This is an optimization exercise on Yosys and OpenROAD, whose aim is small area, not a production implementation.
In this exercise RTL edits were held to simulation tests only and were not proved equivalent to the original.

<file path="constraint.sdc">
create_clock -name core_clock -period 10.0 [get_ports {clk_i}]
set_input_delay 2.0000 -clock core_clock [delete_from_list [all_inputs] [get_ports {clk_i}]]
set_output_delay 2.0000 -clock core_clock [all_outputs]
set_load 0.01 [all_outputs]
</file>
<file path="flow/run.sh">
#!/bin/bash
# standard layout, with the smallest buffer on every input and output port and
# clock tree synthesis without dummy loads
set -o pipefail
export BUFFER_PORTS_ARGS="-buffer_cell sky130_fd_sc_hd__buf_1"
export CTS_ARGS="-sink_clustering_enable -repair_clock_nets -sink_clustering_size 16 -sink_clustering_max_diameter 70 -buf_list sky130_fd_sc_hd__clkbuf_8 -dont_use_dummy_load"
bash standard.sh > standard.log 2>&1
</file>
<file path="standard.sh">
#!/bin/bash
# synth_recipe.tcl (not shown) runs the flow's synth.tcl, then flattens the netlist and writes it again
# the make line also repeats each setting of config.mk as NAME=value (left out here)
make -C /OpenROAD-flow-scripts/flow DESIGN_CONFIG=/design/flow/config.mk WORK_HOME=/design/flow/orfs CLKGATE_MAP_FILE= SYNTH_SCRIPT=/design/flow/synth_recipe.tcl "${@:-finish}"
</file>
<file path="config.mk">
export PLATFORM = sky130hd
export DESIGN_NAME = median_pressure_fan_regulator
export DESIGN_NICKNAME = median_pressure_fan_regulator
export VERILOG_FILES = /design/flow/design.v
export SDC_FILE = /design/flow/constraint.sdc
export NUM_CORES = 4
export LEC_CHECK = 0
export ABC_AREA = 1
export CAP_MARGIN = 20
export CORE_MARGIN = 2
export CORE_UTILIZATION = 65
export SLEW_MARGIN = 20
</file>
<file path="design.v">
package mpfr_pkg;
  localparam int unsigned RAW_W    = 16;
  localparam int unsigned SAMPLE_W = 9;
  localparam int unsigned FREQ_W   = 16;
  localparam int unsigned SET_W    = 8;
  localparam int unsigned THR_W    = 8;
  localparam int unsigned QC_W     = 7;
  localparam int unsigned UNIT_W   = 10;
  localparam int unsigned BIG_W    = 17;
  localparam int unsigned JOB_W    = FREQ_W + SAMPLE_W;
endpackage
module mpfr_add #(
  parameter int unsigned W = 8
) (
  input  logic [W-1:0] a,
  input  logic [W-1:0] b,
  input  logic         ci,
  output logic [W-1:0] s,
  output logic         co
);
  logic [W:0] c;
  assign c[0] = ci;
  for (genvar i = 0; i < W; i++) begin : g_bit
    assign s[i]   = a[i] ^ b[i] ^ c[i];
    assign c[i+1] = (a[i] & b[i]) | ((a[i] ^ b[i]) & c[i]);
  end
  assign co = c[W];
endmodule
module mpfr_ge #(
  parameter int unsigned W = 8
) (
  input  logic [W-1:0] a,
  input  logic [W-1:0] b,
  output logic         ge
);
  logic [W:0] c;
  assign c[0] = 1'b1;
  for (genvar i = 0; i < W; i++) begin : g_bit
    assign c[i+1] = (a[i] & ~b[i]) | ((a[i] | ~b[i]) & c[i]);
  end
  assign ge = c[W];
endmodule
module mpfr_addf #(
  parameter int unsigned W = 8
) (
  input  logic [W-1:0] a,
  input  logic [W-1:0] b,
  input  logic         ci,
  output logic [W-1:0] s,
  output logic         co
);
  logic [W-1:0] p, g;
  logic [W:0]   c;
  assign p    = a ^ b;
  assign g    = a & b;
  assign c[0] = ci;
  for (genvar i = 0; i < W; i += 2) begin : g_pair
    assign c[i+1] = g[i] | (p[i] & c[i]);
    assign c[i+2] = g[i+1] | (p[i+1] & g[i]) | (p[i+1] & p[i] & c[i]);
  end
  assign s  = p ^ c[W-1:0];
  assign co = c[W];
endmodule
import mpfr_pkg::*;
module mpfr_front (
  input  logic                 clk_i,
  input  logic                 rst_ni,
  input  logic                 sample_valid_i,
  output logic                 sample_ready_o,
  input  logic signed [15:0]   sample_raw_pressure_i,
  input  logic                 sample_read_ok_i,
  input  logic [15:0]          sample_drive_frequency_i,
  input  logic                 full_i,
  output logic                 push_o,
  output logic [JOB_W-1:0]     job_o
);
  logic                s1_valid_q;
  logic                s1_neg_q;
  logic [7:0]          s1_quot_q;
  logic [3:0]          cnt_q;
  logic [SAMPLE_W-1:0] t_q [5];
  logic [RAW_W-1:0]    raw_val;
  logic                neg;
  logic [11:0]         a;
  logic [4:0]          hs1;
  logic                hs1_c;
  logic [5:0]          hsum;
  logic                hs2_c;
  logic                d1, d2;
  logic [3:0]          h2p;
  logic [7:0]          quot;
  logic [6:0]          th;
  logic [2:0]          cdiv;
  logic [SAMPLE_W-1:0] key;
  logic                last, commit, in_ready, take, park;
  logic [4:0]          vld, gt;
  logic [SAMPLE_W-1:0] tn [5];
  assign raw_val = sample_read_ok_i ? sample_raw_pressure_i : '0;
  assign neg     = raw_val[RAW_W-1];
  assign a       = raw_val[15:4] ^ {12{neg}};
  mpfr_add #(.W(4)) u_hs1 (
    .a (a[11:8]), .b (a[7:4]), .ci (neg && (raw_val[3:0] == 4'd0)), .s (hs1[3:0]), .co (hs1_c)
  );
  assign hs1[4] = hs1_c;
  mpfr_add #(.W(5)) u_hs2 (.a (hs1), .b ({1'b0, a[3:0]}), .ci (1'b0), .s (hsum[4:0]), .co (hs2_c));
  assign hsum[5] = hs2_c;
  assign d1 = hsum[5] | hsum[4] | (hsum[3:0] == 4'hf);
  assign d2 = hsum[5] | (hsum[4:1] == 4'hf);
  mpfr_add #(.W(4)) u_h2p (.a (a[11:8]), .b ('0), .ci (d2), .s (h2p), .co ());
  mpfr_add #(.W(8)) u_quot (.a (a[11:4]), .b ({4'b0, h2p}), .ci (d1), .s (quot), .co ());
  for (genvar k = 0; k < 7; k++) begin : g_th
    mpfr_ge #(.W(8)) u_th (.a (s1_quot_q), .b (8'(20 * k + 1)), .ge (th[k]));
  end
  assign cdiv = {th[3], (th[1] & !th[3]) | th[5],
                 (th[0] & !th[1]) | (th[2] & !th[3]) | (th[4] & !th[5]) | th[6]};
  mpfr_add #(.W(SAMPLE_W)) u_x (
    .a ({1'b0, s1_quot_q} ^ {9{s1_neg_q}}), .b (~{6'b0, cdiv} ^ {9{s1_neg_q}}), .ci (1'b1),
    .s (key), .co ()
  );
  assign last           = (cnt_q == 4'd9);
  assign commit         = s1_valid_q && (!last || !full_i);
  assign in_ready       = !s1_valid_q || commit;
  assign sample_ready_o = in_ready;
  assign push_o         = s1_valid_q && last && !full_i;
  assign take           = sample_valid_i && in_ready;
  assign park           = take && (s1_valid_q ? (cnt_q == 4'd8) : (cnt_q == 4'd9));
  assign vld = {cnt_q > 4'd4, cnt_q > 4'd3, cnt_q > 4'd2, cnt_q > 4'd1, cnt_q != 4'd0};
  for (genvar i = 0; i < 5; i++) begin : g_cmp
    logic t_ge;
    mpfr_ge #(.W(SAMPLE_W)) u_cmp (.a (t_q[i] ^ 9'h100), .b (key ^ 9'h100), .ge (t_ge));
    assign gt[i] = !vld[i] || !t_ge;
  end
  always_comb begin
    for (int i = 0; i < 5; i++) begin
      if (!gt[i])                  tn[i] = t_q[i];
      else if (i == 0 || !gt[i-1]) tn[i] = key;
      else                         tn[i] = t_q[(i == 0) ? 0 : i-1];
    end
  end
  assign job_o = {t_q[1][6:0], t_q[0], tn[4]};
  always_ff @(posedge clk_i or negedge rst_ni) begin
    if (!rst_ni) begin
      s1_valid_q <= 1'b0;
      cnt_q      <= '0;
    end else begin
      if (in_ready) begin
        s1_valid_q <= sample_valid_i;
      end
      if (commit) begin
        cnt_q <= last ? 4'd0 : cnt_q + 4'd1;
      end
    end
  end
  always_ff @(posedge clk_i) begin
    if (take) begin
      s1_neg_q <= neg;
      s1_quot_q <= quot;
    end
    if (commit) begin
      for (int i = 2; i < 5; i++) t_q[i] <= tn[i];
    end
    if (park) begin
      {t_q[1][6:0], t_q[0]} <= sample_drive_frequency_i;
    end else if (commit) begin
      t_q[0] <= tn[0];
      t_q[1] <= tn[1];
    end
  end
endmodule
module mpfr_queue
#(
  parameter int unsigned WIDTH = 25
) (
  input  logic             clk_i,
  input  logic             rst_ni,
  input  logic             push_i,
  input  logic [WIDTH-1:0] data_i,
  output logic             full_o,
  input  logic             pop_i,
  output logic             valid_o,
  output logic [WIDTH-1:0] data_o
);
  logic [WIDTH-1:0] slot0_q, slot1_q;
  logic             rd_q;
  logic [1:0]       count_q;
  logic             wr;
  assign full_o  = count_q[1];
  assign valid_o = count_q[1] | count_q[0];
  assign wr      = rd_q ^ count_q[0];
  assign data_o  = rd_q ? slot1_q : slot0_q;
  always_ff @(posedge clk_i or negedge rst_ni) begin
    if (!rst_ni) begin
      rd_q    <= 1'b0;
      count_q <= 2'd0;
    end else begin
      if (pop_i) begin
        rd_q <= ~rd_q;
      end
      if (push_i && !pop_i) begin
        count_q <= {count_q[0], !count_q[0]};
      end else if (pop_i && !push_i) begin
        count_q <= {1'b0, count_q[1]};
      end
    end
  end
  always_ff @(posedge clk_i) begin
    if (push_i && !wr) slot0_q <= data_i;
    if (push_i &&  wr) slot1_q <= data_i;
  end
endmodule
import mpfr_pkg::*;
module mpfr_back (
  input  logic                 clk_i,
  input  logic                 rst_ni,
  input  logic                 job_valid_i,
  input  logic [JOB_W-1:0]     job_i,
  output logic                 pop_o,
  input  logic [SET_W-1:0]     setpoint_i,
  input  logic [FREQ_W-1:0]    max_freq_i,
  input  logic [THR_W-1:0]     threshold_i,
  input  logic [UNIT_W-1:0]    unit_i,
  input  logic [BIG_W-1:0]     big_i,
  output logic                 result_valid_o,
  input  logic                 result_ready_i,
  output logic signed [8:0]    result_median_pressure_o,
  output logic [15:0]          result_new_frequency_o,
  output logic                 result_command_issued_o,
  output logic                 result_at_target_o
);
  logic                       b1_valid_q;
  logic [SAMPLE_W-1:0]        med_q;
  logic [FREQ_W-1:0]          freq_q;
  logic                       out_valid_q;
  logic [SAMPLE_W-1:0]        out_med_q;
  logic [FREQ_W-1:0]          out_freq_q;
  logic                       out_issued_q;
  logic                       out_free, b1_adv, b1_load;
  logic [9:0]                 diff;
  logic                       above, below, far;
  logic                       ge_big, use_big_dn, use_big, low_max, zero, le_max;
  logic [BIG_W-1:0]           step;
  logic [17:0]                sum;
  logic [FREQ_W-1:0]          cmd;
  assign out_free = !out_valid_q || result_ready_i;
  assign b1_adv   = b1_valid_q && out_free;
  assign b1_load  = !b1_valid_q || b1_adv;
  assign pop_o    = job_valid_i && b1_load;
  assign diff  = {2'b0, setpoint_i} - {med_q[8], med_q};
  assign above = diff[9];
  assign below = !diff[9] && (diff != 10'd0);
  mpfr_add #(.W(10)) u_far (
    .a (diff ^ {10{above}}), .b (~{2'b0, threshold_i}), .ci (above), .s (), .co (far)
  );
  mpfr_ge #(.W(BIG_W)) u_ge_big (.a ({1'b0, freq_q}), .b (big_i), .ge (ge_big));
  assign use_big_dn = far && ge_big;
  assign use_big    = above ? use_big_dn : far;
  assign step       = use_big ? big_i : BIG_W'(unit_i);
  mpfr_addf #(.W(18)) u_sum (
    .a ({2'b0, freq_q}), .b ({1'b0, step} ^ {18{above}}), .ci (above), .s (sum), .co ()
  );
  assign low_max = (max_freq_i[15:7] == '0) && (max_freq_i[6:0] <= 7'd100);
  assign zero    = !(below || above) || (above && !use_big_dn && (sum[17] || low_max));
  mpfr_ge #(.W(18)) u_le (.a ({2'b0, max_freq_i}), .b (sum), .ge (le_max));
  assign cmd     = zero ? '0 : (le_max ? sum[15:0] : max_freq_i);
  always_ff @(posedge clk_i or negedge rst_ni) begin
    if (!rst_ni) begin
      b1_valid_q  <= 1'b0;
      out_valid_q <= 1'b0;
    end else begin
      if (b1_load)  b1_valid_q  <= job_valid_i;
      if (out_free) out_valid_q <= b1_valid_q;
    end
  end
  always_ff @(posedge clk_i) begin
    if (pop_o) begin
      med_q  <= job_i[SAMPLE_W-1:0];
      freq_q <= job_i[SAMPLE_W +: FREQ_W];
    end
    if (b1_adv) begin
      out_med_q    <= med_q;
      out_freq_q   <= cmd;
      out_issued_q <= below || above;
    end
  end
  assign result_valid_o           = out_valid_q;
  assign result_median_pressure_o = out_med_q;
  assign result_new_frequency_o   = out_freq_q;
  assign result_command_issued_o  = out_issued_q;
  assign result_at_target_o       = !out_issued_q;
endmodule
import mpfr_pkg::*;
module median_pressure_fan_regulator
#(
  parameter int unsigned SAMPLES = 10
) (
  input  logic                  clk_i,
  input  logic                  rst_ni,
  input  logic                  cfg_we_i,
  input  logic [1:0]            cfg_idx_i,
  input  logic [15:0]           cfg_data_i,
  input  logic                  sample_valid_i,
  output logic                  sample_ready_o,
  input  logic signed [15:0]    sample_raw_pressure_i,
  input  logic                  sample_read_ok_i,
  input  logic [15:0]           sample_drive_frequency_i,
  output logic                  result_valid_o,
  input  logic                  result_ready_i,
  output logic signed [8:0]     result_median_pressure_o,
  output logic [15:0]           result_new_frequency_o,
  output logic                  result_command_issued_o,
  output logic                  result_at_target_o
);
  logic [SET_W-1:0]  setpoint_q;
  logic [FREQ_W-1:0] max_freq_q;
  logic [THR_W-1:0]  threshold_q;
  logic [QC_W-1:0]   quick_q;
  logic [UNIT_W-1:0] unit_q;
  logic [BIG_W-1:0]  big_q;
  logic              push, full, pop, job_valid;
  logic [JOB_W-1:0]  job_in, job_out;
  always_ff @(posedge clk_i or negedge rst_ni) begin
    if (!rst_ni) begin
      setpoint_q  <= 8'd0;
      max_freq_q  <= 16'd20000;
      threshold_q <= 8'd10;
      quick_q     <= 7'd10;
    end else if (cfg_we_i) begin
      case (cfg_idx_i)
        2'd0: setpoint_q  <= cfg_data_i[SET_W-1:0];
        2'd1: max_freq_q  <= cfg_data_i[FREQ_W-1:0];
        2'd2: threshold_q <= cfg_data_i[THR_W-1:0];
        2'd3: quick_q     <= cfg_data_i[QC_W-1:0];
        default: ;
      endcase
    end
  end
  logic [4:0]        rem [11];
  logic [5:0]        w [10];
  logic [UNIT_W-1:0] unit_d;
  assign rem[10] = {1'b0, max_freq_q[15:12]};
  for (genvar k = 9; k >= 0; k--) begin : g_div
    logic lo, q;
    assign w[k]      = {rem[k+1], max_freq_q[k+2]};
    assign lo        = w[k][2] | w[k][1] | w[k][0];
    assign q         = w[k][5] | (w[k][4] & w[k][3] & lo);
    assign unit_d[k] = q;
    assign rem[k]    = {w[k][4] ^ (q & w[k][3] & lo),
                        w[k][3] ^ (q & lo),
                        w[k][2] ^ (q & !(w[k][1] | w[k][0])),
                        w[k][1] ^ (q & !w[k][0]),
                        w[k][0] ^ q};
  end
  logic [BIG_W-1:0] big_d;
  logic [UNIT_W:0]  acc [QC_W];
  assign acc[0]   = {1'b0, unit_q & {UNIT_W{quick_q[0]}}};
  assign big_d[0] = acc[0][0];
  for (genvar i = 1; i < QC_W; i++) begin : g_mul
    logic [UNIT_W-1:0] s;
    logic              co;
    mpfr_add #(.W(UNIT_W)) u_row (
      .a (acc[i-1][UNIT_W:1]), .b (unit_q & {UNIT_W{quick_q[i]}}), .ci (1'b0), .s (s), .co (co)
    );
    assign acc[i]   = {co, s};
    assign big_d[i] = s[0];
  end
  assign big_d[BIG_W-1:QC_W] = acc[QC_W-1][UNIT_W:1];
  always_ff @(posedge clk_i) begin
    unit_q <= unit_d;
    big_q  <= big_d;
  end
  mpfr_front u_front (
    .clk_i                    (clk_i),
    .rst_ni                   (rst_ni),
    .sample_valid_i           (sample_valid_i),
    .sample_ready_o           (sample_ready_o),
    .sample_raw_pressure_i    (sample_raw_pressure_i),
    .sample_read_ok_i         (sample_read_ok_i),
    .sample_drive_frequency_i (sample_drive_frequency_i),
    .full_i                   (full),
    .push_o                   (push),
    .job_o                    (job_in)
  );
  mpfr_queue #(
    .WIDTH (JOB_W)
  ) u_queue (
    .clk_i   (clk_i),
    .rst_ni  (rst_ni),
    .push_i  (push),
    .data_i  (job_in),
    .full_o  (full),
    .pop_i   (pop),
    .valid_o (job_valid),
    .data_o  (job_out)
  );
  mpfr_back u_back (
    .clk_i                    (clk_i),
    .rst_ni                   (rst_ni),
    .job_valid_i              (job_valid),
    .job_i                    (job_out),
    .pop_o                    (pop),
    .setpoint_i               (setpoint_q),
    .max_freq_i               (max_freq_q),
    .threshold_i              (threshold_q),
    .unit_i                   (unit_q),
    .big_i                    (big_q),
    .result_valid_o           (result_valid_o),
    .result_ready_i           (result_ready_i),
    .result_median_pressure_o (result_median_pressure_o),
    .result_new_frequency_o   (result_new_frequency_o),
    .result_command_issued_o  (result_command_issued_o),
    .result_at_target_o       (result_at_target_o)
  );
endmodule
</file>
==> results of run 1 <==
-- layout make-up --
cell class | instances | area [sq um] | share of cell area [%]
Timing Repair Buffer | 94 | 391.6 | 2.482
Sequential cell | 231 | 6432 | 40.77
Inverter | 317 | 1190 | 7.542
Tap cell | 285 | 356.6 | 2.260
Multi-Input combinational cell | 1132 | 7144 | 45.29
Clock buffer | 19 | 261.5 | 1.658
-- state kept, by name, indices dropped and copies added, names as in the netlist, 9 cells and up --
name / count
u_back.out_freq_q: 16
max_freq_q: 16
u_queue.slot0_q: 25
u_back.freq_q: 16
big_q: 17
u_back.med_q: 9
u_back.out_med_q: 9
unit_q: 10
u_front.t_q: 45
u_queue.slot1_q: 25
-- timing repair --
action	in CTS	in global routing
buffers inserted	0	0
gates resized for setup	0	4
endpoints found under the setup margin	0	1
-- kinds of logic after synthesis --
logic type | Yosys count | synth area share (%)
compound gates | 275 | 10.60
xor+xnor | 61 | 3.571
fa+ha+maj | 137 | 15.09
buf+inv | 373 | 9.426
flops | 231 | 43.00
mux | 3 | 0.2258
simple gates | 656 | 18.09
-- cells in the final DEF (no fill, tap or decap), types with 2 or more instances in the layout --
cell type,netlist,layout
mux2_2,3,3
xnor2_1,19,18
a31oi_1,8,8
fa_1,73,73
o21ai_1,2,3
inv_2,2,2
buf_4,0,10
ha_1,62,62
o211ai_1,12,12
clkbuf_8,0,19
dfstp_2,9,9
edfxtp_1,155,155
dfrtp_1,40,40
dfxtp_1,27,27
nand4_1,5,5
nand2_4,3,3
maj3_1,2,2
o221ai_1,9,8
o22ai_1,19,19
nor2_1,82,79
a21o_1,4,4
nand2_2,15,16
a21oi_2,1,2
a21boi_0,2,2
a22o_1,2,2
xor2_1,42,42
nor4_1,2,2
or2_2,4,4
nor3_1,9,9
clkinv_1,2,2
nand3_1,56,56
nand3_2,6,6
o21ai_0,147,146
inv_1,313,313
a21oi_1,51,50
nor2_2,2,5
nand2_1,466,465
o21bai_1,5,5
buf_1,0,83
o21ai_2,2,2
-- worst paths after layout --
kind | cells past startpoint | from | endpoint | slack (ns)
max reg2reg | 26 | quick_q[1] | big_q[15] | 0.73
max in group asynchronous | 2 | rst_ni | max_freq_q[0] | 7.89
min reg2reg | 0 | u_back.med_q[2] | u_back.out_med_q[2] | 0.47
max | 26 | quick_q[1] | big_q[15] | 0.73
min | 0 | u_back.med_q[2] | u_back.out_med_q[2] | 0.47
min in group asynchronous | 2 | rst_ni | u_back.out_valid_q | 1.58
-- through the flow --
step / setup WS, ns / instance area (sq um)
finish: 0.7330 / 15780
detailed placement: 0.6934 / 15500
CTS: 0.6843 / 15760
global placement: 0.9106 / 15500
floorplan: 0.8948 / 14960
global route: 0.006827 / 15780
-- worst reg2reg max path, cell delays in order (launching register included) --
cell	delay [ns]
dfstp_2	0.64
nand2_1	0.08
inv_1	0.07
ha_1	0.15
fa_1	0.17
inv_1	0.05
fa_1	0.37
fa_1	0.39
fa_1	0.38
fa_1	0.49
inv_1	0.06
fa_1	0.43
fa_1	0.38
fa_1	0.47
fa_1	0.45
fa_1	0.40
fa_1	0.41
fa_1	0.40
fa_1	0.49
fa_1	0.45
fa_1	0.47
fa_1	0.54
inv_1	0.05
fa_1	0.43
fa_1	0.39
fa_1	0.49
inv_1	0.04
-- per-layer routing --
metal / wire (um) / vias to the layer above / global-route usage, %
met1: 13090 / 5293 / 34.71
met4: 1014 / 0 / 8.038
met5: 0 / - / 0
li1: - / 5622 / -
met3: 1625 / 63 / 3.556
met2: 15900 / 287 / 50.04
==> flow_metrics.env, run 1 <==
export IMPL_port_buffers=84
export IMPL_arrival_ns=9.66
export IMPL_synthTopCellsByArea="edfxtp_1, nand2_1, fa_1"
export IMPL_dieArea_sq_um=24240
export IMPL_layout_drive_gt1_share_pct=5.131
export IMPL_status="no timing/DRC/antenna violations"
export IMPL_wirelength_um=31630
export IMPL_finalCritPeriodShare_pct=92.67
export IMPL_yosysTopAreaCell="edfxtp_1"
export IMPL_track_usage_pct=27.58
export IMPL_synth_seq_cells=231
export IMPL_cts_buffers=19
export IMPL_antenna_cells=0
export IMPL_synthArstFlopShare_pct=21.21
export IMPL_gr_total_overflow=0
export IMPL_synth_nets=1927
export IMPL_cts_tree="done"
export IMPL_critPathLaunchType="flip-flop"
export IMPL_die_h_um=155.7
export IMPL_area_delta_synth_final_pct=5.462
export IMPL_min_period_ns=9.267
export IMPL_htree_levels=1
export IMPL_floorplan_io_pins=85
export IMPL_drc=0
export IMPL_synth_edf_count=155
export IMPL_rsz0062_at_grt="false"
export IMPL_report_final_hold_viol_count=0
export IMPL_synth_distinct_cells=57
export IMPL_endpoint_kind="flip-flop"
export IMPL_holdWs_ns=0.4694
export IMPL_hpwl_um=24630
export IMPL_synthCells=1736
export IMPL_final_cells=2078
export IMPL_worst_skew_pair_late_latency_ns=0.54
export IMPL_worstPathMaxFanout=11
export IMPL_cp_slowest_cell="dfstp_2"
export IMPL_ys_seq_area_share_pct=43.00
export IMPL_drt_iter0_markers=713
export IMPL_cts_buffer_depth=3
export IMPL_dp_cells=2059
export IMPL_crit_family="adder cells"
export IMPL_gp_congestion=0.8741
export IMPL_wl_per_cell_um=15.22
export IMPL_cts_hold_buf=0
export IMPL_finalSetupViolations=0
export IMPL_syn_area_sq_um=14960
export IMPL_path_buf_inv=5
export IMPL_nFillCells=1857
export IMPL_num_nets_final=1986
export IMPL_hp_class="flip-flop to flip-flop"
export IMPL_tightest_slew_ns=1.070
export IMPL_row_count=55
export IMPL_post_route_util_pct=69.68
export IMPL_grt_pass1_wl_um=53450
export IMPL_fin_skew_ns=0.05300
export IMPL_synth_ff_type="edfxtp_1"
export IMPL_max_freq_ghz=0.1079
export IMPL_synth_common_cells="nand2_1, inv_1, edfxtp_1"
export IMPL_core_sq_um=22640
export IMPL_critPathKind="flip-flop to flip-flop"
export IMPL_synth_top_cell_area_share_pct=31.11
export IMPL_path_clk_slew_ns=0.09
export IMPL_grt_max_degree=50
export IMPL_initial_core_util_pct=66.07
export IMPL_crit_top_cell="fa_1"
export IMPL_slowest_delay_ns=0.64
export IMPL_grt_pass1_vias=10870
export IMPL_setup_tns_ns=0
export IMPL_drv_slew=0
export IMPL_synth_warnings=16
export IMPL_via_per_inst=5.421
export IMPL_root_buffer="clkbuf_8"
export IMPL_ant_nets=0
export IMPL_max_slew_margin_rel_pct=27.92
export IMPL_vias=11270
export IMPL_die_x_um=155.7
export IMPL_drt_pass1_iterations=7
export IMPL_post_synth_top_count_cell="nand2_1"
export IMPL_cp_required_ns=10.39
export IMPL_antenna_found_initial=0
export IMPL_cap_violations=0
export IMPL_avgSynthCellArea_sq_um=8.617
export IMPL_clkSinkCount=231
==> inputs of run 2 (changes only) <==
--- a/config.mk
+++ b/config.mk
@@ -10,3 +10,3 @@
 export CORE_MARGIN = 2
-export CORE_UTILIZATION = 65
+export CORE_UTILIZATION = 75
 export SLEW_MARGIN = 20
==> flow_metrics.env, run 2 <==
export IMPL_post_synth_top_count_cell="nand2_1"
export IMPL_critPathKind="flip-flop to flip-flop"
export IMPL_hp_class="flip-flop to flip-flop"
export IMPL_synth_simple_area_share_pct=18.09
export IMPL_area_delta_synth_final_pct=5.295
export IMPL_cp_required_ns=10.40
export IMPL_synth_warnings=16
export IMPL_drt_pass1_iterations=6
export IMPL_final_cell_mix="nand2_1, inv_1, edfxtp_1, o21ai_0, buf_1"
export IMPL_rsz0062_at_grt="false"
export IMPL_synth_edf_count=155
export IMPL_max_slew_margin_rel_pct=27.71
export IMPL_wl_per_cell_um=15.35
export IMPL_report_final_hold_viol_count=0
export IMPL_tightest_slew_ns=1.077
export IMPL_cp_slowest_cell="dfstp_2"
export IMPL_postCtsSetupBuffers=0
export IMPL_drc=0
export IMPL_hold_depth=0
export IMPL_synth_seq_cells=231
export IMPL_floorplan_io_pins=85
export IMPL_synthTopCellsByArea="edfxtp_1, nand2_1, fa_1"
export IMPL_path_clk_slew_ns=0.10
export IMPL_ant_nets=0
export IMPL_initial_core_util_pct=76.61
export IMPL_finalCritPeriodShare_pct=93.19
export IMPL_synth_top_family_by_area="simple AND/OR/NAND/NOR gates"
export IMPL_avgSynthCellArea_sq_um=8.617
export IMPL_root_buffer="clkbuf_8"
export IMPL_die_x_um=145.2
export IMPL_synth_ff_type="edfxtp_1"
export IMPL_final_cells=2057
export IMPL_status="no timing/DRC/antenna violations"
export IMPL_track_usage_pct=31.03
export IMPL_synth_compound_area_share_pct=10.60
export IMPL_cts_tree="done"
export IMPL_via_per_inst=5.609
export IMPL_layout_drive_gt1_share_pct=5.134
export IMPL_gr_total_overflow=0
export IMPL_crit_top_cell="fa_1"
export IMPL_dp_slack_ns=0.6648
export IMPL_cts_buffers=19
export IMPL_synth_nets=1927
export IMPL_synth_distinct_cells=57
export IMPL_cts_buffer_depth=3
export IMPL_htree_levels=1
export IMPL_synth_mux_area_share_pct=0.2258
export IMPL_worstPathMaxFanout=11
export IMPL_grt_pass1_vias=11360
export IMPL_port_buffers=84
export IMPL_reg_top3="u_front.t_q: 45 flops, u_queue.slot0_q: 25 flops, u_queue.slot1_q: 25 flops"
export IMPL_antenna_cells=0
export IMPL_finalSetupViolations=0
export IMPL_synth_common_cells="nand2_1, inv_1, edfxtp_1"
export IMPL_dp_cells=2038
export IMPL_dieArea_sq_um=21090
export IMPL_design_area_sq_um=15750
export IMPL_synthCells=1736
export IMPL_r2r_cells=26
export IMPL_worst_skew_pair_late_latency_ns=0.54
export IMPL_slowest_delay_ns=0.65
export IMPL_die_h_um=145.2
export IMPL_synthArstFlopShare_pct=21.21
export IMPL_cts_resized=0
export IMPL_critPathLaunchType="flip-flop"
export IMPL_drv_slew=0
export IMPL_clkSinkCount=231
export IMPL_min_period_ns=9.319
export IMPL_largest_register="u_front.t_q"
export IMPL_antenna_found_initial=0
export IMPL_max_freq_ghz=0.1073
export IMPL_cap_violations=0
export IMPL_grt_pass1_wl_um=53460
export IMPL_ys_seq_area_share_pct=43.00
export IMPL_cts_hold_buf=0
export IMPL_synth_top_cell_area_share_pct=31.11
export IMPL_gp_congestion=0.9003
export IMPL_num_nets_final=1985
export IMPL_yosysTopAreaCell="edfxtp_1"
export IMPL_arrival_ns=9.72
export IMPL_core_sq_um=19530
export IMPL_synth_xor_area_share_pct=3.571
export IMPL_holdWs_ns=0.4510
export IMPL_fin_skew_ns=0.04259
export IMPL_wirelength_um=31580
export IMPL_vias=11540
export IMPL_drt_iter0_markers=870
export IMPL_syn_area_sq_um=14960
export IMPL_setup_ws_ns=0.6806
export IMPL_post_route_util_pct=80.67
export IMPL_yosys_area_share_adder_pct=15.09
export IMPL_hpwl_um=24440
export IMPL_grt_max_degree=50
export IMPL_endpoint_kind="flip-flop"
export IMPL_setup_tns_ns=0
export IMPL_largest_reg_flops=45
export IMPL_row_count=51
export IMPL_layout_commonest_cell="nand2_1"
export IMPL_place_area_sq_um=15460
==> run 2: cell counts after synthesis <==
No cell type changed its count.
==> run 2: critical path: cells and delay by family (launching register included) <==
family / cells / cell delay, ns
flip-flops: 1 / 0.65
adder cells (fa/ha/maj): 20 / 8.21
buffers and inverters: 5 / 0.27
AND/OR/NAND/NOR: 1 / 0.09
==> run 2: cell families (layout without fill, tap and decap cells) <==
| kind of cell | Yosys count | count (layout) |
|---|---|---|
| buffers and inverters | 373 | 429 |
| AO/OA/AOI/OAI | 275 | 275 |
| AND/OR/NAND/NOR | 656 | 656 |
| multiplexers | 3 | 3 |
| adder cells (fa/ha/maj) | 137 | 137 |
| XOR/XNOR | 61 | 61 |
| flip-flops | 231 | 231 |
==> run 2: final timing paths <==
kind	startpoint	to	slack, ns
setup / recovery	quick_q[1]	big_q[15]	0.68
hold / removal	u_back.med_q[7]	u_back.out_med_q[7]	0.45
setup reg to reg	quick_q[1]	big_q[15]	0.68
hold reg to reg	u_back.med_q[7]	u_back.out_med_q[7]	0.45
max in group asynchronous	rst_ni	threshold_q[0]	7.91
min in group asynchronous	rst_ni	u_front.cnt_q[1]	1.58
==> run 2: layout make-up <==
class	instances	area [sq um]
repair buffers	93	384.1
fillers	1351	3775
well taps	265	331.6
inverters	317	1190
flip-flops and latches	231	6432
multi-input cells	1132	7152
clock buffers	19	261.5
==> run 2: metal layers <==
metal	vias to the layer above	share of wire, %	track usage, %
li1	5627	-	-
met1	5437	40	38.86
met2	399	52	56.30
met3	74	5.8	3.742
met4	0	2.9	10.05
met5	-	0	0
==> inputs of run 3 (changes only) <==
==> flow/run.sh (replaced) <==
#!/bin/bash
# standard layout, with the smallest buffer on every input and output port
set -o pipefail
export BUFFER_PORTS_ARGS="-buffer_cell sky130_fd_sc_hd__buf_1"
bash standard.sh > standard.log 2>&1
--- a/config.mk
+++ b/config.mk
@@ -10,3 +10,5 @@
 export CORE_MARGIN = 2
-export CORE_UTILIZATION = 75
+export CORE_UTILIZATION = 40
+export CTS_CLUSTER_DIAMETER = 100
+export CTS_CLUSTER_SIZE = 25
 export SLEW_MARGIN = 20
==> flow_metrics.env, run 3 <==
export IMPL_floorplan_io_pins=85
export IMPL_path_clk_slew_ns=0.10
export IMPL_drt_pass1_iterations=5
export IMPL_cts_buffer_depth=3
export IMPL_avgSynthCellArea_sq_um=8.617
export IMPL_htree_levels=1
export IMPL_place_area_sq_um=15730
export IMPL_regToRegEndpoint="big_q[15]"
export IMPL_synth_common_cells="nand2_1, inv_1, edfxtp_1"
export IMPL_report_final_hold_viol_count=0
export IMPL_final_cell_mix="nand2_1, inv_1, edfxtp_1, o21ai_0, buf_1"
export IMPL_finalCritPeriodShare_pct=92.73
export IMPL_max_slew_margin_rel_pct=32.52
export IMPL_synth_edf_count=155
export IMPL_syn_area_sq_um=14960
export IMPL_grt_pass1_wl_um=54510
export IMPL_grt_max_degree=50
export IMPL_cts_buffers=14
export IMPL_drc=0
export IMPL_worstPathMaxFanout=11
export IMPL_gp_congestion=0.8228
export IMPL_drv_slew=0
export IMPL_clkSinkCount=231
export IMPL_r2r_start="quick_q[1]"
export IMPL_synth_warnings=16
export IMPL_critPathLaunchType="flip-flop"
export IMPL_r2r_setup_slack_ns=0.73
export IMPL_wirelength_um=32180
export IMPL_initial_core_util_pct=40.76
export IMPL_num_nets_final=1981
export IMPL_ys_seq_area_share_pct=43.00
export IMPL_worst_skew_pair_late_latency_ns=0.50
export IMPL_cts_tree="done"
export IMPL_root_buffer="clkbuf_16"
export IMPL_startpoint="quick_q[1]"
export IMPL_die_h_um=197.4
export IMPL_track_usage_pct=17.16
export IMPL_critPathKind="flip-flop to flip-flop"
export IMPL_vias=11080
export IMPL_layout_commonest_cell="nand2_1"
export IMPL_gr_total_overflow=0
export IMPL_cp_required_ns=10.39
export IMPL_synthTopCellsByArea="edfxtp_1, nand2_1, fa_1"
export IMPL_finalSetupViolations=0
export IMPL_ant_nets=0
export IMPL_reg_top3="u_front.t_q: 45 flops, u_queue.slot0_q: 25 flops, u_queue.slot1_q: 25 flops"
export IMPL_port_buffers=84
export IMPL_tightest_slew_ns=1.010
export IMPL_antenna_found_initial=0
export IMPL_largest_register="u_front.t_q"
export IMPL_post_synth_top_count_cell="nand2_1"
export IMPL_max_freq_ghz=0.1078
export IMPL_arrival_ns=9.66
export IMPL_postCtsSetupBuffers=0
export IMPL_cts_resized=0
export IMPL_area_delta_synth_final_pct=8.239
export IMPL_largest_reg_flops=45
export IMPL_synth_ff_type="edfxtp_1"
export IMPL_critPathCapture="big_q[15]"
export IMPL_core_sq_um=36700
export IMPL_r2r_cells=26
export IMPL_status="no timing/DRC/antenna violations"
export IMPL_post_route_util_pct=44.12
export IMPL_drt_iter0_markers=606
export IMPL_cap_violations=0
export IMPL_synth_top_cell_area_share_pct=31.11
export IMPL_hp_class="flip-flop to flip-flop"
export IMPL_dieArea_sq_um=38960
export IMPL_synthArstFlopShare_pct=21.21
export IMPL_layout_drive_gt1_share_pct=5.172
export IMPL_row_count=70
export IMPL_design_area_sq_um=16190
export IMPL_wl_per_cell_um=14.20
export IMPL_grt_pass1_vias=11040
export IMPL_die_x_um=197.4
export IMPL_synth_nets=1927
export IMPL_fin_skew_ns=0.02716
export IMPL_min_period_ns=9.273
export IMPL_endpoint_kind="flip-flop"
export IMPL_yosysTopAreaCell="edfxtp_1"
export IMPL_antenna_cells=0
export IMPL_synth_seq_cells=231
export IMPL_via_per_inst=4.890
export IMPL_hpwl_um=24970
export IMPL_synth_distinct_cells=57
export IMPL_setup_tns_ns=0
export IMPL_synthCells=1736
export IMPL_cts_hold_buf=0
## run 3: cell types whose count changed in the layout (fill, tap and decap cells not counted), sizes merged
cell and change:
clkinv +1, buf +1, clkbuf -1, clkinvlp +1, inv +4
## run 3: kinds of logic (layout without fill, tap and decap cells)
group	count (synthesis)	count (layout)	share of synthesized area (%)
buffers and inverters	373	435	9.426
AOI/OAI and AO/OA	275	275	10.60
and+or+nand+nor	656	656	18.09
xor gates and xnor gates	61	61	3.571
DFF	231	231	43.00
adders and majority gates	137	137	15.09
muxes	3	3	0.2258
## run 3: worst min path at each step
stage,start,slack (ns),endpoint,cells past startpoint
after floorplan,u_back.med_q[1],0.43,u_back.out_med_q[1],0
after global placement,u_back.med_q[2],0.45,u_back.out_med_q[2],0
after detailed placement,u_back.med_q[2],0.45,u_back.out_med_q[2],0
after CTS,u_back.med_q[2],0.47,u_back.out_med_q[2],0
after global routing,u_back.med_q[5],0.48,u_back.out_med_q[5],0
final,u_back.med_q[2],0.46,u_back.out_med_q[2],0
## run 3: metrics by stage
stage	hold WS, ns	cells	setup slack [ns]
finish	0.4619	2266	0.7271
global route	0.4847	2266	-0.003499
CTS	0.4721	2266	0.6590
detailed placement	0.4486	2242	0.7530
global placement	0.4493	2242	0.8888
floorplan	0.4264	1736	0.8948
## run 3: final cells by class
cell class              count  area, sq um
clock buffers              18        386.6
clock inverters             6        56.30
fillers                  3596        20510
inverters                 317         1190
multi-input cells        1132         7149
flip-flops and latches    231         6432
well taps                 468        585.6
repair buffers             94        391.6
## run 3: critical path, cell delays in order (launching register included)
cell and delay, ns:
dfstp_2 0.65, nand2_1 0.07, inv_1 0.07, ha_1 0.15
fa_1 0.16, inv_1 0.05, fa_1 0.37, fa_1 0.49
inv_1 0.06, fa_1 0.43, fa_1 0.39, fa_1 0.39
fa_1 0.38, fa_1 0.48, fa_1 0.44, fa_1 0.48
fa_1 0.44, fa_1 0.39, fa_1 0.39, fa_1 0.50
fa_1 0.46, fa_1 0.48, inv_1 0.05, fa_1 0.44
fa_1 0.40, fa_1 0.50, inv_1 0.04
## run 3: per-layer routing
layer  vias to the layer above  part of all wire [%]  global-route usage (%)
li1                       5627                     -                       -
met1                      5220                    45                   22.35
met2                       188                    49                   30.74
met3                        45                   3.5                   1.793
met5                         -                     0                       0
met4                         0                   2.1                   3.954
==> inputs of run 4 (changes only) <==
==> run.sh (new file) <==
#!/bin/bash
# synth_recipe.tcl (not shown) runs the flow's synth.tcl, then flattens the netlist and writes it again
# the make line also repeats each setting of config.mk as NAME=value (left out here)
make -C /OpenROAD-flow-scripts/flow DESIGN_CONFIG=/design/flow/config.mk WORK_HOME=/design/flow/orfs CLKGATE_MAP_FILE= SYNTH_SCRIPT=/design/flow/synth_recipe.tcl finish
--- a/config.mk
+++ b/config.mk
@@ -10,3 +10,3 @@
 export CORE_MARGIN = 2
-export CORE_UTILIZATION = 40
+export CORE_UTILIZATION = 65
 export CTS_CLUSTER_DIAMETER = 100
removed: flow/run.sh
removed: standard.sh
==> flow_metrics.env, run 4 <==
export IMPL_drc=0
export IMPL_track_usage_pct=27.84
export IMPL_postCtsSetupBuffers=0
export IMPL_wl_per_cell_um=15.60
export IMPL_reg_top3="u_front.t_q: 45 flops, u_queue.slot0_q: 25 flops, u_queue.slot1_q: 25 flops"
export IMPL_layout_drive_gt1_share_pct=5.014
export IMPL_largest_reg_flops=45
export IMPL_via_per_inst=5.433
export IMPL_antenna_found_initial=0
export IMPL_path_clk_slew_ns=0.10
export IMPL_dieArea_sq_um=24240
export IMPL_drt_iter0_markers=802
export IMPL_cap_violations=0
export IMPL_worst_skew_pair_late_latency_ns=0.48
export IMPL_regToRegEndpoint="big_q[15]"
export IMPL_max_freq_ghz=0.1074
export IMPL_r2r_setup_slack_ns=0.69
export IMPL_worstPathMaxFanout=11
export IMPL_finalCritPeriodShare_pct=93.13
export IMPL_area_delta_synth_final_pct=9.853
export IMPL_floorplan_io_pins=85
export IMPL_max_slew_margin_rel_pct=28.57
export IMPL_tightest_slew_ns=1.060
export IMPL_initial_core_util_pct=66.07
export IMPL_hp_class="flip-flop to flip-flop"
export IMPL_report_final_hold_viol_count=0
export IMPL_num_nets_final=1980
export IMPL_port_buffers=84
export IMPL_crit_top_cell="fa_1"
export IMPL_synthArstFlopShare_pct=21.21
export IMPL_vias=11300
export IMPL_cts_resized=0
export IMPL_holdPathEnd="u_back.out_med_q[7]"
export IMPL_synthCells=1736
export IMPL_cts_tree="done"
export IMPL_critPathKind="flip-flop to flip-flop"
export IMPL_largest_register="u_front.t_q"
export IMPL_drv_slew=0
export IMPL_layout_commonest_cell="nand2_1"
export IMPL_avgSynthCellArea_sq_um=8.617
export IMPL_arrival_ns=9.70
export IMPL_min_period_ns=9.313
export IMPL_synth_warnings=16
export IMPL_synthTopCellsByArea="edfxtp_1, nand2_1, fa_1"
export IMPL_synth_common_cells="nand2_1, inv_1, edfxtp_1"
export IMPL_rsz0062_at_grt="false"
export IMPL_design_area_sq_um=16430
export IMPL_gp_congestion=0.8975
export IMPL_die_h_um=155.7
export IMPL_htree_levels=1
export IMPL_slowest_delay_ns=0.66
export IMPL_critPathLaunchType="flip-flop"
export IMPL_cts_hold_buf=0
export IMPL_final_cell_mix="nand2_1, inv_1, edfxtp_1, o21ai_0, clkdlybuf4s50_1"
export IMPL_die_x_um=155.7
export IMPL_yosysTopAreaCell="edfxtp_1"
export IMPL_synth_seq_cells=231
export IMPL_endpoint_kind="flip-flop"
export IMPL_post_synth_top_count_cell="nand2_1"
export IMPL_grt_pass1_vias=11120
export IMPL_synth_ff_type="edfxtp_1"
export IMPL_cts_buffers=13
export IMPL_cts_buffer_depth=3
export IMPL_r2r_cells=26
export IMPL_cp_required_ns=10.38
export IMPL_crit_family="adder cells"
export IMPL_antenna_cells=0
export IMPL_grt_pass1_wl_um=53930
export IMPL_dp_cells=2059
export IMPL_synth_nets=1927
export IMPL_core_sq_um=22640
export IMPL_cp_slowest_cell="dfstp_2"
export IMPL_synth_top_cell_area_share_pct=31.11
export IMPL_hpwl_um=25160
export IMPL_fin_skew_ns=0.01963
export IMPL_clkSinkCount=231
export IMPL_gr_total_overflow=0
export IMPL_hold_depth=0
export IMPL_ys_seq_area_share_pct=43.00
export IMPL_setup_tns_ns=0
export IMPL_row_count=55
export IMPL_ant_nets=0
export IMPL_syn_area_sq_um=14960
export IMPL_synth_distinct_cells=57
export IMPL_post_route_util_pct=72.58
export IMPL_grt_max_degree=50
export IMPL_final_cells=2080
export IMPL_r2r_start="quick_q[1]"
export IMPL_finalSetupViolations=0
export IMPL_path_buf_inv=5
export IMPL_root_buffer="clkbuf_16"
export IMPL_min_from="u_back.med_q[7]"
export IMPL_drt_pass1_iterations=5
export IMPL_synth_edf_count=155
export IMPL_place_area_sq_um=16020
export IMPL_wirelength_um=32440
export IMPL_status="no timing/DRC/antenna violations"
==> run 4: worst max path at each step <==
stage / from / end / slack, ns / depth (start not counted)
floorplan: quick_q[1] / big_q[15] / 0.89 / 27
global placement: quick_q[1] / big_q[15] / 0.91 / 26
detailed placement: quick_q[1] / big_q[15] / 0.63 / 26
CTS: quick_q[1] / big_q[15] / 0.63 / 26
global route: max_freq_q[12] / unit_q[0] / 0.005 / 62
finish: quick_q[1] / big_q[15] / 0.69 / 26
==> run 4: routing by layer <==
layer / track usage (%) / routed length, um / vias up / share of wire, %
li1: - / - / 5626 / -
met1: 35.14 / 13580 / 5364 / 42
met2: 50.76 / 16630 / 253 / 51
met3: 3.000 / 1347 / 57 / 4.2
met4: 8.301 / 881 / 0 / 2.7
met5: 0 / 0 / - / 0
==> run 4: logic make-up after synthesis <==
logic type                 share of synthesized area [%]
and+or+nand+nor                                    18.09
buffers and inverters                              9.426
AOI/OAI and AO/OA                                  10.60
DFF                                                43.00
adders and majority gates                          15.09
xor gates and xnor gates                           3.571
muxes                                             0.2258
==> run 4: area by class of cell <==
type / count / area, sq um
well taps: 285 / 356.6
fillers: 1761 / 6207
clock inverters: 3 / 47.55
flip-flops and latches: 231 / 6432
multi-input cells: 1132 / 7152
clock buffers: 18 / 344.1
repair buffers: 94 / 910.9
inverters: 317 / 1190
==> run 4: metrics by stage <==
| step | hold WS (ns) | setup slack [ns] |
|---|---|---|
| finish | 0.4581 | 0.6872 |
| global placement | 0.4350 | 0.9145 |
| floorplan | 0.4264 | 0.8948 |
| CTS | 0.4624 | 0.6270 |
| global route | 0.4823 | 0.005141 |
| detailed placement | 0.4399 | 0.6285 |
==> inputs of run 5 (changes only) <==
==> flow/run.sh (new file) <==
#!/bin/bash
# standard layout, with the smallest buffer on every input and output port and
# clock tree synthesis without dummy loads
set -o pipefail
export BUFFER_PORTS_ARGS="-buffer_cell sky130_fd_sc_hd__buf_1"
export CTS_ARGS="-sink_clustering_enable -repair_clock_nets -sink_clustering_size 10 -sink_clustering_max_diameter 50 -buf_list sky130_fd_sc_hd__clkbuf_4 -dont_use_dummy_load"
bash standard.sh > standard.log 2>&1
==> standard.sh (new file) <==
#!/bin/bash
# synth_recipe.tcl (not shown) runs the flow's synth.tcl, then flattens the netlist and writes it again
# the make line also repeats each setting of config.mk as NAME=value (left out here)
make -C /OpenROAD-flow-scripts/flow DESIGN_CONFIG=/design/flow/config.mk WORK_HOME=/design/flow/orfs CLKGATE_MAP_FILE= SYNTH_SCRIPT=/design/flow/synth_recipe.tcl "${@:-finish}"
--- a/config.mk
+++ b/config.mk
@@ -11,4 +11,2 @@
 export CORE_UTILIZATION = 65
-export CTS_CLUSTER_DIAMETER = 100
-export CTS_CLUSTER_SIZE = 25
 export SLEW_MARGIN = 20
removed: run.sh
==> flow_metrics.env, run 5 <==
export IMPL_status="no timing/DRC/antenna violations"
export IMPL_avgSynthCellArea_sq_um=8.617
export IMPL_largest_reg_flops=45
export IMPL_cts_tree="done"
export IMPL_fin_skew_ns=0.05987
export IMPL_dieArea_sq_um=24240
export IMPL_critPathKind="flip-flop to flip-flop"
export IMPL_ys_seq_area_share_pct=43.00
export IMPL_drc=0
export IMPL_htree_levels=1
export IMPL_routed_top_layer="met4"
export IMPL_area_delta_synth_final_pct=5.303
export IMPL_clkSinkCount=231
export IMPL_grt_pass1_wl_um=53750
export IMPL_critPathLaunchType="flip-flop"
export IMPL_root_buffer="clkbuf_4"
export IMPL_synth_edf_count=155
export IMPL_cts_buffers=31
export IMPL_worstPathMaxFanout=11
export IMPL_synth_common_cells="nand2_1, inv_1, edfxtp_1"
export IMPL_wl_per_cell_um=15.21
export IMPL_gp_congestion=0.8741
export IMPL_hp_class="flip-flop to flip-flop"
export IMPL_tightest_slew_ns=1.057
export IMPL_track_usage_pct=27.72
export IMPL_layout_drive_gt1_share_pct=5.762
export IMPL_endpoint_kind="flip-flop"
export IMPL_row_count=55
export IMPL_nFillCells=1873
export IMPL_dp_slack_ns=0.6934
export IMPL_synthArstFlopShare_pct=21.21
export IMPL_vias=11310
export IMPL_postCtsSetupBuffers=0
export IMPL_final_cells=2092
export IMPL_cp_required_ns=10.61
export IMPL_synth_distinct_cells=57
export IMPL_path_clk_slew_ns=0.11
export IMPL_dp_cells=2059
export IMPL_synth_top_cell_area_share_pct=31.11
export IMPL_worst_skew_pair_late_latency_ns=0.72
export IMPL_synth_ff_type="edfxtp_1"
export IMPL_antenna_found_initial=2
export IMPL_detailroute_wirelength_met2_um=16000
export IMPL_finalCritPeriodShare_pct=92.68
export IMPL_final_cell_mix="nand2_1, inv_1, edfxtp_1, o21ai_0, buf_1"
export IMPL_synth_nets=1927
export IMPL_syn_area_sq_um=14960
export IMPL_die_x_um=155.7
export IMPL_core_sq_um=22640
export IMPL_initial_core_util_pct=66.07
export IMPL_max_slew_margin_rel_pct=28.81
export IMPL_drt_pass1_iterations=5
export IMPL_met3_length_um=1508
export IMPL_grt_pass1_vias=10910
export IMPL_largest_register="u_front.t_q"
export IMPL_drt_iter0_markers=806
export IMPL_post_synth_top_count_cell="nand2_1"
export IMPL_cap_violations=0
export IMPL_floorplan_io_pins=85
export IMPL_report_final_hold_viol_count=0
export IMPL_cts_buffer_depth=3
export IMPL_layout_commonest_cell="nand2_1"
export IMPL_hpwl_um=24630
export IMPL_finalSetupViolations=0
export IMPL_synthTopCellsByArea="edfxtp_1, nand2_1, fa_1"
export IMPL_via_per_inst=5.404
export IMPL_synth_seq_cells=231
export IMPL_yosysTopAreaCell="edfxtp_1"
export IMPL_max_freq_ghz=0.1079
export IMPL_wirelength_um=31830
export IMPL_gr_total_overflow=0
export IMPL_reg_top3="u_front.t_q: 45 flops, u_queue.slot0_q: 25 flops, u_queue.slot1_q: 25 flops"
export IMPL_die_h_um=155.7
export IMPL_port_buffers=84
export IMPL_setup_ws_ns=0.7318
export IMPL_min_period_ns=9.268
export IMPL_drv_slew=0
export IMPL_synthCells=1736
export IMPL_num_nets_final=1998
export IMPL_r2r_setup_slack_ns=0.73
export IMPL_rsz0062_at_grt="false"
export IMPL_synth_warnings=16
export IMPL_arrival_ns=9.88
export IMPL_post_route_util_pct=69.58
export IMPL_grt_max_degree=50
export IMPL_met1_length_um=13310
export IMPL_ant_nets=0
export IMPL_setup_tns_ns=0
## run 5: repair_timing
| action | 4_1_cts | 5_1_grt |
|---|---|---|
| hold buffers | 0 | 0 |
| setup endpoints to repair | 0 | 1 |
| gates resized for setup | 0 | 4 |
## run 5: logic make-up (layout without fill, tap and decap cells)
family                     after synthesis  in the layout  share of synthesized area [%]
AOI/OAI and AO/OA                      275            275                          10.60
xor gates and xnor gates                61             61                          3.571
adders and majority gates              137            137                          15.09
buffers and inverters                  373            442                          9.426
DFF                                    231            231                          43.00
muxes                                    3              3                         0.2258
other                                    0              2                              0
and+or+nand+nor                        656            656                          18.09
## run 5: critical path, stage by stage, from the launching register on
cell	delay (ns)
dfstp_2	0.65
nand2_1	0.08
inv_1	0.07
ha_1	0.15
fa_1	0.17
inv_1	0.05
fa_1	0.37
fa_1	0.49
inv_1	0.05
fa_1	0.42
fa_1	0.39
fa_1	0.47
fa_1	0.52
fa_1	0.45
fa_1	0.48
fa_1	0.45
fa_1	0.41
fa_1	0.41
fa_1	0.39
fa_1	0.40
fa_1	0.49
inv_1	0.05
fa_1	0.43
fa_1	0.39
fa_1	0.39
fa_1	0.49
inv_1	0.04
## run 5: cell type report
class                   instances  area [sq um]  share of cell area [%]
well taps                     285         356.6                   2.264
clock buffers                  31         232.7                   1.477
repair buffers                 94         391.6                   2.486
inverters                     317          1190                   7.554
diodes                          2         5.005                 0.03177
flip-flops and latches        231          6432                   40.83
multi-input cells            1132          7144                   45.35
## run 5: final timing paths
path / startpoint / to / cells past startpoint
worst max-delay path: quick_q[1] / big_q[15] / 26
worst min-delay path: u_back.med_q[7] / u_back.out_med_q[7] / 0
worst max register to register: quick_q[1] / big_q[15] / 26
worst min register to register: u_back.med_q[7] / u_back.out_med_q[7] / 0
max in group asynchronous: rst_ni / max_freq_q[6] / 2
min in group asynchronous: rst_ni / u_queue.count_q[0] / 2
## run 5: metal layers
| metal | track usage (%) | vias up |
|---|---|---|
| li1 | - | 5660 |
| met1 | 34.83 | 5312 |
| met2 | 49.94 | 257 |
| met3 | 3.944 | 76 |
| met4 | 8.432 | 0 |
| met5 | 0 | - |
## run 5: stage by stage
step           hold WS, ns  instance area, sq um
3_3_place_gp        0.4410                 15500
4_1_cts             0.4463                 15730
6_report            0.4458                 15750
3_5_place_dp        0.4525                 15500
2_1_floorplan       0.4264                 14960
5_1_grt             0.4714                 15750

-- port drivers added, routing unchanged --
The flow's constraints put no driver on any port. The routed layouts listed below were extracted and timed again, unchanged, in two steps. Step 1 assumes that a clkbuf_16 drives the clock port and a buf_2 every other input. Step 2 times the ports against the registers' clock, not the clock port: input delays grow and output delays shrink by t, the midpoint of the rising clock arrivals with the driver on. Slacks: no drivers / after step 1 / after step 2; pairs: no drivers / after step 1.
| run | shift t [ns] | slack for setup (ns) | slew at the worst register clock pin (ns) | worst slew at a driven data input, ns | cell pins on the clock port's net |
|---|---|---|---|---|---|
| run 1 | 0.564 | 0.733 / 0.733 / 0.733 | 0.11 / 0.11 | 0.04 | 1 |
| run 2 | 0.560 | 0.681 / 0.681 / 0.681 | 0.10 / 0.10 | 0.04 | 1 |
| run 3 | 0.532 | 0.727 / 0.727 / 0.727 | 0.10 / 0.10 | 0.03 | 1 |
| run 4 | 0.516 | 0.687 / 0.687 / 0.687 | 0.10 / 0.10 | 0.07 | 1 |
| run 5 | 0.735 | 0.732 / 0.732 / 0.732 | 0.11 / 0.11 | 0.04 | 1 |
After both steps setup and hold are still met in every run listed.
